From an optimization exercise on the open Yosys and OpenROAD flow, aimed at small area, a short achievable clock period and few clock cycles; shortcuts taken in it are not production practice. The RTL was checked by simulation tests, not by an equivalence proof against the original design.

==> flow/design.v <==
package mxu_pkg;
        localparam int NUM_LANES = 4;
        localparam int SAMPLE_W         = 16;
        localparam int SAMPLES_PER_WORD = 4;
        localparam int WORD_W           = SAMPLE_W * SAMPLES_PER_WORD;
        localparam int PROD_W = 2 * SAMPLE_W;
        localparam int SUM_W  = PROD_W + $clog2(SAMPLES_PER_WORD);
        localparam int ACC_W = 40;
        localparam int BEAT_W    = 4;
        localparam int COL_W     = 6;
        localparam int COE_ADR_W = COL_W + BEAT_W;  
        localparam int LANE_W = $clog2(NUM_LANES);
        localparam int GROUP_SLOTS = 2;
        localparam int SLOT_W      = $clog2(GROUP_SLOTS + 1);
        localparam int GRP_PTR_W   = $clog2(GROUP_SLOTS);
        localparam int OUT_CREDITS = 4;
        localparam int CRED_W      = $clog2(OUT_CREDITS + 1);
        typedef enum logic [1:0] {
                ST_IDLE  = 2'd0,  
                ST_RUN   = 2'd1,  
                ST_STALL = 2'd2   
        } seq_state_t;
endpackage
`timescale 1ns/1ps
import mxu_pkg::*;
module matrix_seq (
        input  logic                 clk,
        input  logic                 rst,
        input  logic                 trg,
        input  logic [COL_W-1:0]     num_cols,   
        input  logic [BEAT_W-1:0]    num_beats,  
        input  logic                 slot_free,
        output logic [BEAT_W-1:0]    adc_adr,
        output logic [COE_ADR_W-1:0] coe_adr,
        output logic                 busy,
        output logic                 beat_valid,
        output logic                 beat_first,
        output logic                 beat_last
);
        mxu_pkg::seq_state_t state;
        logic [COL_W-1:0]    cols_hld;
        logic [BEAT_W-1:0]   beats_hld;
        logic [COL_W-1:0]    col_cnt;
        logic [BEAT_W-1:0]   beat_cnt;
        logic [SLOT_W-1:0]   slot_cnt;
        logic                slot_ok;
        logic                last_beat;
        logic                last_col;
        logic                issue;
        logic                col_start;
        assign slot_ok   = (slot_cnt != '0) || slot_free;
        assign last_beat = (beat_cnt == beats_hld);
        assign last_col  = (col_cnt == cols_hld);
        assign issue     = (state == ST_RUN);
        always_comb begin
                case (state)
                        ST_IDLE:  col_start = trg && slot_ok;
                        ST_RUN:   col_start = last_beat && !last_col && slot_ok;
                        ST_STALL: col_start = slot_ok;
                        default:  col_start = 1'b0;
                endcase
        end
        always_ff @(posedge clk) begin
                if (rst) begin
                        state     <= ST_IDLE;
                        cols_hld  <= '0;
                        beats_hld <= '0;
                        col_cnt   <= '0;
                        beat_cnt  <= '0;
                        slot_cnt  <= SLOT_W'(GROUP_SLOTS);
                end else begin
                        slot_cnt <= slot_cnt + SLOT_W'(slot_free) - SLOT_W'(col_start);
                        case (state)
                                ST_IDLE: begin
                                        if (trg) begin
                                                cols_hld  <= num_cols;
                                                beats_hld <= num_beats;
                                                col_cnt   <= '0;
                                                beat_cnt  <= '0;
                                                state     <= slot_ok ? ST_RUN : ST_STALL;
                                        end
                                end
                                ST_RUN: begin
                                        if (last_beat) begin
                                                beat_cnt <= '0;  
                                                if (last_col) begin
                                                        state <= ST_IDLE;
                                                end else begin
                                                        col_cnt <= col_cnt + 1'b1;
                                                        if (!slot_ok)
                                                                state <= ST_STALL;
                                                end
                                        end else begin
                                                beat_cnt <= beat_cnt + 1'b1;
                                        end
                                end
                                ST_STALL: begin
                                        if (slot_ok)
                                                state <= ST_RUN;
                                end
                                default: state <= ST_IDLE;
                        endcase
                end
        end
        always_ff @(posedge clk) begin
                if (rst) begin
                        beat_valid <= 1'b0;
                        beat_first <= 1'b0;
                        beat_last  <= 1'b0;
                end else begin
                        beat_valid <= issue;
                        beat_first <= issue && (beat_cnt == '0);
                        beat_last  <= issue && last_beat;
                end
        end
        assign adc_adr = beat_cnt;
        assign coe_adr = {col_cnt, beat_cnt};
        assign busy    = (state != ST_IDLE);
endmodule
`timescale 1ns/1ps
import mxu_pkg::*;
module mac_lane (
        input  logic              clk,
        input  logic              rst,
        input  logic [WORD_W-1:0] adc_word,
        input  logic [WORD_W-1:0] coe_word,
        input  logic              beat_valid,
        input  logic              beat_first,
        input  logic              beat_last,
        output logic              lane_valid,
        output logic [ACC_W-1:0]  lane_acc
);
        logic signed [PROD_W-1:0] prod [SAMPLES_PER_WORD];
        logic signed [SUM_W-1:0]  pair_sum [SAMPLES_PER_WORD/2];
        logic signed [SUM_W-1:0]  word_sum;
        logic signed [ACC_W-1:0]  acc;
        logic                     p_valid;
        logic                     p_first;
        logic                     p_last;
        always_ff @(posedge clk) begin
                for (int i = 0; i < SAMPLES_PER_WORD; i++) begin
                        prod[i] <= $signed(adc_word[i*SAMPLE_W +: SAMPLE_W]) *
                                   $signed(coe_word[i*SAMPLE_W +: SAMPLE_W]);
                end
        end
        always_ff @(posedge clk) begin
                if (rst) begin
                        p_valid <= 1'b0;
                        p_first <= 1'b0;
                        p_last  <= 1'b0;
                end else begin
                        p_valid <= beat_valid;
                        p_first <= beat_first;
                        p_last  <= beat_last;
                end
        end
        always_comb begin
                for (int j = 0; j < SAMPLES_PER_WORD/2; j++) begin
                        pair_sum[j] = prod[2*j] + prod[2*j+1];
                end
                word_sum = '0;
                for (int j = 0; j < SAMPLES_PER_WORD/2; j++) begin
                        word_sum = word_sum + pair_sum[j];
                end
        end
        always_ff @(posedge clk) begin
                if (p_valid)
                        acc <= p_first ? word_sum : acc + word_sum;
        end
        always_ff @(posedge clk) begin
                if (rst)
                        lane_valid <= 1'b0;
                else
                        lane_valid <= p_valid && p_last;
        end
        assign lane_acc = acc;  
endmodule
`timescale 1ns/1ps
import mxu_pkg::*;
module result_drain (
        input  logic                       clk,
        input  logic                       rst,
        input  logic [NUM_LANES-1:0]       lane_valid,
        input  logic [NUM_LANES*ACC_W-1:0] lane_acc,
        input  logic                       res_credit,
        output logic                       res_valid,
        output logic [LANE_W-1:0]          res_lane,
        output logic [ACC_W-1:0]           res_dat,
        output logic                       slot_free
);
        logic [NUM_LANES*ACC_W-1:0] grp_mem [GROUP_SLOTS];
        logic [GRP_PTR_W-1:0]       wr_ptr;
        logic [GRP_PTR_W-1:0]       rd_ptr;
        logic [SLOT_W-1:0]          grp_cnt;
        logic [CRED_W-1:0]          cred_cnt;
        logic [LANE_W-1:0]          lane_idx;
        logic                       grp_wr;
        logic                       send;
        logic                       grp_done;
        assign grp_wr   = &lane_valid;  
        assign send     = (grp_cnt != '0) && (cred_cnt != '0);
        assign grp_done = send && (lane_idx == LANE_W'(NUM_LANES - 1));
        always_ff @(posedge clk) begin
                if (grp_wr)
                        grp_mem[wr_ptr] <= lane_acc;
        end
        always_ff @(posedge clk) begin
                if (rst) begin
                        wr_ptr  <= '0;
                        rd_ptr  <= '0;
                        grp_cnt <= '0;
                end else begin
                        grp_cnt <= grp_cnt + SLOT_W'(grp_wr) - SLOT_W'(grp_done);
                        if (grp_wr)
                                wr_ptr <= (wr_ptr == GRP_PTR_W'(GROUP_SLOTS - 1)) ?
                                          '0 : wr_ptr + 1'b1;
                        if (grp_done)
                                rd_ptr <= (rd_ptr == GRP_PTR_W'(GROUP_SLOTS - 1)) ?
                                          '0 : rd_ptr + 1'b1;
                end
        end
        always_ff @(posedge clk) begin
                if (rst) begin
                        lane_idx  <= '0;
                        cred_cnt  <= CRED_W'(OUT_CREDITS);
                        res_valid <= 1'b0;
                        slot_free <= 1'b0;
                end else begin
                        cred_cnt  <= cred_cnt + CRED_W'(res_credit) - CRED_W'(send);
                        res_valid <= send;
                        slot_free <= grp_done;  
                        if (send)
                                lane_idx <= grp_done ? '0 : lane_idx + 1'b1;
                end
        end
        always_ff @(posedge clk) begin
                if (send) begin
                        res_lane <= lane_idx;
                        res_dat  <= grp_mem[rd_ptr][lane_idx*ACC_W +: ACC_W];
                end
        end
endmodule
`timescale 1ns/1ps
import mxu_pkg::*;
module matrix_mac_top (
        input  logic                        clk,
        input  logic                        rst,
        input  logic                        trg,
        input  logic [COL_W-1:0]            num_cols,
        input  logic [BEAT_W-1:0]           num_beats,
        input  logic [NUM_LANES*WORD_W-1:0] adc_rdat,
        input  logic [WORD_W-1:0]           coe_rdat,
        input  logic                        res_credit,
        output logic [BEAT_W-1:0]           adc_adr,
        output logic [COE_ADR_W-1:0]        coe_adr,
        output logic                        busy,
        output logic                        res_valid,
        output logic [LANE_W-1:0]           res_lane,
        output logic [ACC_W-1:0]            res_dat
);
        logic                       beat_valid;
        logic                       beat_first;
        logic                       beat_last;
        logic                       slot_free;
        logic [NUM_LANES-1:0]       lane_valid;
        logic [NUM_LANES*ACC_W-1:0] lane_acc;
        matrix_seq i_matrix_seq (
                .clk        (clk),
                .rst        (rst),
                .trg        (trg),
                .num_cols   (num_cols),
                .num_beats  (num_beats),
                .slot_free  (slot_free),
                .adc_adr    (adc_adr),
                .coe_adr    (coe_adr),
                .busy       (busy),
                .beat_valid (beat_valid),
                .beat_first (beat_first),
                .beat_last  (beat_last)
        );
        for (genvar i = 0; i < NUM_LANES; i++) begin : g_lane
                mac_lane i_mac_lane (
                        .clk        (clk),
                        .rst        (rst),
                        .adc_word   (adc_rdat[i*WORD_W +: WORD_W]),
                        .coe_word   (coe_rdat),
                        .beat_valid (beat_valid),
                        .beat_first (beat_first),
                        .beat_last  (beat_last),
                        .lane_valid (lane_valid[i]),
                        .lane_acc   (lane_acc[i*ACC_W +: ACC_W])
                );
        end
        result_drain i_result_drain (
                .clk        (clk),
                .rst        (rst),
                .lane_valid (lane_valid),
                .lane_acc   (lane_acc),
                .res_credit (res_credit),
                .res_valid  (res_valid),
                .res_lane   (res_lane),
                .res_dat    (res_dat),
                .slot_free  (slot_free)
        );
endmodule
==> flow/run.sh <==
#!/bin/bash
# synth_recipe.tcl (not shown) runs the flow's synth.tcl, then flattens the netlist and writes it again
# the make line also repeats each setting of config.mk as NAME=value (left out here)
make -C /OpenROAD-flow-scripts/flow DESIGN_CONFIG=/design/flow/config.mk WORK_HOME=/design/flow/orfs CLKGATE_MAP_FILE= SYNTH_SCRIPT=/design/flow/synth_recipe.tcl finish
==> flow/config.mk <==
export PLATFORM = sky130hd
export DESIGN_NAME = matrix_mac_top
export DESIGN_NICKNAME = matrix_mac_top
export VERILOG_FILES = /design/flow/design.v
export SDC_FILE = /design/flow/constraint.sdc
export NUM_CORES = 4
export LEC_CHECK = 0
export CAP_MARGIN = 20
export CORE_MARGIN = 2
export CORE_UTILIZATION = 40
export SLEW_MARGIN = 20
==> flow/constraint.sdc <==
create_clock -name core_clock -period 10.0 [get_ports {clk}]
set_input_delay 2.0000 -clock core_clock [delete_from_list [all_inputs] [get_ports {clk}]]
set_output_delay 2.0000 -clock core_clock [all_outputs]
set_load 0.01 [all_outputs]
==> impl_metrics.xml <==
<?xml version="1.0" encoding="UTF-8"?>
<metrics>
  <group name="synthesis">
    <metric name="yosys-mux-area-fraction" unit="%">1.22</metric>
    <metric name="synth-simple-area-share" unit="%">13.4</metric>
    <metric name="synth_most_common_cell" unit="">inv_1</metric>
    <metric name="synth_cell_types" unit="">93</metric>
    <metric name="synth-edff-count" unit="">522</metric>
    <metric name="compound_cell_area_share_of_the_yosys_netlist" unit="%">7.81</metric>
    <metric name="netlist_instances" unit="">22276</metric>
    <metric name="post_synth_instance_area" unit="mm^2">0.212</metric>
    <metric name="synth_top_cell_area_share" unit="%">39.8</metric>
    <metric name="main_combinational_cell_family_by_area_after_synthesis" unit="">adder cells</metric>
    <metric name="yosysSeqAreaShare" unit="%">12.6</metric>
    <metric name="synth_nets" unit="">28701</metric>
    <metric name="dominantRegCellSynth" unit="">dfxtp_1</metric>
    <metric name="ys_ff_latch" unit="">1077</metric>
    <metric name="ys_top_cells_by_area" unit="">fa_1 40%, ha_1 11%, inv_1 8.3%</metric>
    <metric name="xor_xnor_cell_area_share_of_the_yosys_netlist" unit="%">4.36</metric>
    <metric name="syn_avg_cell_area" unit="um^2">9.51</metric>
    <metric name="synthDominantAreaCellType" unit="">fa_1</metric>
    <metric name="synth_adder_area_share" unit="%">50.9</metric>
    <metric name="synth_async_sr_flop_share" unit="%">0</metric>
    <metric name="yosys-top-cells-count" unit="">4,691 x inv_1, 4,209 x fa_1, 2,684 x nand2_1</metric>
    <metric name="yosysWarnings" unit="">5</metric>
  </group>
  <group name="cts">
    <metric name="cts_hold_buffers" unit="">0</metric>
    <metric name="numCtsBuffers" unit="">134</metric>
    <metric name="clock_latency_of_the_later_clocked_register_in_the_worst_skew_pair" unit="ps">870</metric>
    <metric name="cts_repair_resize_count" unit="">0</metric>
    <metric name="clock_sinks" unit="">1077</metric>
    <metric name="ctsHtreeMaxLevel" unit="">4</metric>
    <metric name="clock_tree.root_cell" unit="">clkbuf_16</metric>
    <metric name="clock_tree_from_tritoncts" unit="">yes</metric>
    <metric name="cts-root-to-sink-buffers" unit="">4</metric>
    <metric name="post-cts-setup-buffer-count" unit="">0</metric>
    <metric name="cts.reportedPaths.clkPinSlew" unit="ps">60</metric>
  </group>
  <group name="timing">
    <metric name="hold_viol_final" unit="">0</metric>
    <metric name="timing.max_slew.rel_slack" unit="%">15.1</metric>
    <metric name="finalSetupViolCount" unit="">0</metric>
    <metric name="tightestPinTransition" unit="ps">1260</metric>
    <metric name="final.setup.worst_slack" unit="ps">1270</metric>
    <metric name="final.period_utilization" unit="%">87.3</metric>
    <metric name="finalClockSkew" unit="ps">92.9</metric>
    <metric name="timing.final.crit_period" unit="ps">8730</metric>
    <metric name="fin_tns_setup" unit="ps">0</metric>
    <metric name="setup_repair_after_global_routing_missed_its_margin" unit="">no</metric>
    <metric name="final-max-slew-violation-count" unit="">0</metric>
    <metric name="max_clock_freq" unit="GHz">0.115</metric>
  </group>
  <group name="critical_path">
    <metric name="worst_path_max_delay_cell" unit="">xnor2_1</metric>
    <metric name="worst_path_largest_cell_delay" unit="ps">720</metric>
    <metric name="r2r_cells" unit="">32</metric>
    <metric name="reg2reg_from" unit="">g_lane[0].i_mac_lane.prod[1][1]</metric>
    <metric name="critical_path_depth" unit="">32</metric>
    <metric name="cp_max_fo" unit="">6</metric>
    <metric name="cpLargestDelayFamily" unit="">compound AO/OA/AOI/OAI gates</metric>
    <metric name="worst_ep_required_time" unit="ps">10610</metric>
    <metric name="r2r_end" unit="">g_lane[0].i_mac_lane.acc[39]</metric>
    <metric name="critPathKind" unit="">flop to flop</metric>
    <metric name="crit_path_start_kind" unit="">flop</metric>
    <metric name="worstPathBufferInverterCount" unit="">3</metric>
    <metric name="timing.critical_path.arrival" unit="ps">9340</metric>
    <metric name="reg2reg_setup_slack" unit="ps">1270</metric>
    <metric name="setup.worst_path.end_class" unit="">flop</metric>
  </group>
  <group name="cells_and_area">
    <metric name="area_growth_synth_to_finish" unit="%">8.26</metric>
    <metric name="share_of_cells_above_drive_strength_1" unit="%">4.04</metric>
    <metric name="finalNetCount" unit="">28836</metric>
  </group>
  <group name="die">
    <metric name="die_height" unit="um">732</metric>
    <metric name="placeableCoreArea" unit="mm^2">0.528</metric>
    <metric name="die_boundary_width" unit="um">732</metric>
    <metric name="num_rows" unit="">267</metric>
    <metric name="floorplan.initialDensity" unit="%">40.1</metric>
    <metric name="boundaryPins" unit="">392</metric>
    <metric name="floorplan.die_area" unit="mm^2">0.535</metric>
  </group>
  <group name="route">
    <metric name="average_vias_per_placed_instance" unit="">5.14</metric>
    <metric name="dr.max_layer_used" unit="">met5</metric>
    <metric name="average_wire_per_standard_cell" unit="um">20.9</metric>
    <metric name="via_count" unit="">152062</metric>
    <metric name="drt_drc_violations_left" unit="">0</metric>
    <metric name="antenna_left" unit="">0</metric>
    <metric name="detail_route.iter0.violations" unit="">10925</metric>
    <metric name="detail_route.wirelength" unit="um">619000</metric>
    <metric name="routedLengthMet1" unit="um">261000</metric>
    <metric name="routed-wl-met2" unit="um">287000</metric>
    <metric name="wl_met3" unit="um">46100</metric>
    <metric name="drt_first_pass_iters" unit="">8</metric>
  </group>
  <group name="hold_path">
    <metric name="timing.hold.worst.start" unit="">g_lane[3].i_mac_lane.acc[0]</metric>
    <metric name="holdPathEnd" unit="">i_result_drain.grp_mem[1][120]</metric>
    <metric name="worstHoldPathType" unit="">flop to flop</metric>
    <metric name="holdPathStages" unit="">0</metric>
  </group>
  <group name="outcome">
    <metric name="run_status" unit="">no timing/DRC/antenna violations</metric>
  </group>
  <group name="global_route">
    <metric name="grt_start_max_net_pins" unit="">95</metric>
    <metric name="grt_usage" unit="%">23.4</metric>
    <metric name="grt_overflow_total" unit="">0</metric>
    <metric name="global_route_wire_length_before_repair" unit="um">965000</metric>
    <metric name="grt_antenna_before_repair" unit="">110</metric>
    <metric name="number_of_global_route_vias_before_repair" unit="">161511</metric>
  </group>
  <group name="placed_design">
    <metric name="detailedPlacementHpwl" unit="um">520000</metric>
    <metric name="dp_slack" unit="ps">631</metric>
    <metric name="place_congestion" unit="">0.930</metric>
    <metric name="io_buffers" unit="">391</metric>
  </group>
  <group name="flow_run">
    <metric name="maxCapViolations" unit="">0</metric>
  </group>
</metrics>
sequential cells by signal, summed over array words and instances, names as in the netlist, 2 cells and up, named ones only:
signal                   flops
g_lane.i_mac_lane.acc      160
i_result_drain.lane_idx      2
i_result_drain.res_lane      2
i_result_drain.grp_mem     320
i_matrix_seq.col_cnt         6
i_matrix_seq.beats_hld       4
i_matrix_seq.beat_cnt        4
i_matrix_seq.slot_cnt        2
i_result_drain.res_dat      40
g_lane.i_mac_lane.prod     512
i_result_drain.cred_cnt      3
i_matrix_seq.state           2
i_result_drain.grp_cnt       2
i_matrix_seq.cols_hld        6
how the worst max path moves through the flow:
stage | startpoint | endpoint
global placement | adc_rdat[69] | g_lane[1].i_mac_lane.prod[0][30]
CTS | g_lane[0].i_mac_lane.prod[1][1] | g_lane[0].i_mac_lane.acc[39]
global route | g_lane[0].i_mac_lane.prod[1][1] | g_lane[0].i_mac_lane.acc[39]
floorplan | coe_rdat[1] | g_lane[1].i_mac_lane.prod[0][30]
detailed placement | adc_rdat[69] | g_lane[1].i_mac_lane.prod[0][30]
finish | g_lane[0].i_mac_lane.prod[1][1] | g_lane[0].i_mac_lane.acc[39]
through the flow:
| step | hold WS [ps] | area [um^2] | util (%) | std cells |
|---|---|---|---|---|
| floorplan | 395 | 212000 | - | 22276 |
| global placement | 411 | 225000 | 42.5 | 29268 |
| detailed placement | 414 | 225000 | 42.5 | 29268 |
| CTS | 434 | 229000 | 43.4 | 29509 |
| global route | 461 | 229000 | 43.4 | 29554 |
| finish | 428 | 229000 | 43.4 | 29582 |
cells in the final DEF (no fill, tap or decap), types with 26 or more instances in the layout:
master,Yosys,routed
nor2b_1,103,103
o21a_1,123,123
fa_1,4209,4209
dfxtp_1,555,550
nand4_1,56,56
and3_1,89,89
inv_1,4691,4689
nand3_1,136,136
o21bai_1,150,150
a21oi_1,798,798
edfxtp_1,522,522
clkdlybuf4s50_1,0,327
a31oi_1,76,76
buf_4,4,377
nand2b_1,354,354
nor3_1,122,122
and2_1,1655,1654
xor2_1,282,282
buf_2,0,57
a211oi_1,72,72
clkbuf_16,0,135
nor2_1,482,481
mux4_2,80,80
diode_2,0,72
o31ai_1,42,42
o211ai_1,42,42
o31a_1,26,26
ha_1,1882,1882
mux2_2,65,65
xnor2_1,773,763
a21o_1,437,437
nand2_1,2684,2684
or3_1,34,34
o21ai_0,523,522
area by class of cell:
| cell class | count | area (um^2) |
|---|---|---|
| Fill cell | 51014 | 299000 |
| Multi-Input combinational cell | 15719 | 165000 |
| Sequential cell | 1077 | 26800 |
| Inverter | 4693 | 17600 |
| Tap cell | 6994 | 8750 |
| Timing Repair Buffer | 786 | 6890 |
| Clock buffer | 166 | 3600 |
| Clock inverter | 75 | 932 |
| Antenna cell | 72 | 180 |
per-layer routing:
layer / vias to the layer above / track usage [%]
met2: 4583 / 38.1
met5: - / 0
met1: 77721 / 31.4
met4: 38 / 8.13
met3: 846 / 4.22
li1: 68874 / -
cells by family (layout without fill, tap and decap cells):
kind of cell	after synthesis	count (layout)
buffers and inverters	5480	5720
adder cells (fa/ha/maj)	6091	6091
flip-flops	1077	1077
XOR/XNOR	1055	1055
other	0	72
AND/OR/NAND/NOR	5823	5823
AO/OA/AOI/OAI	2601	2601
multiplexers	149	149
Testbench counts, summed over its fixed seeds: cycles 39,980.

## what the ideal ports hide
In the flow no input, the clock included, has a driving cell. The finished layout below was timed again as built, in two steps.
Step 1 assumes that a clkbuf_16 drives the clock port and a buf_2 every other input.
Step 2 adds t to the input delays and takes it off the output delays; t is the mean of the earliest and latest rising clock arrival at the registers after step 1. Input paths then give back, and output paths get back, about the clock's delay inside the block.
Slacks: ideal / step 1 / step 2; pairs: ideal / step 1.
t, ns: 0.951
slack for setup (ns): 1.273 / 1.273 / 0.377
worst setup path at the end: input to register
After both steps this run still meets setup and hold. For this run, drivers alone change the setup slack by 0.000 ns; drivers and shift together by -0.896 ns.
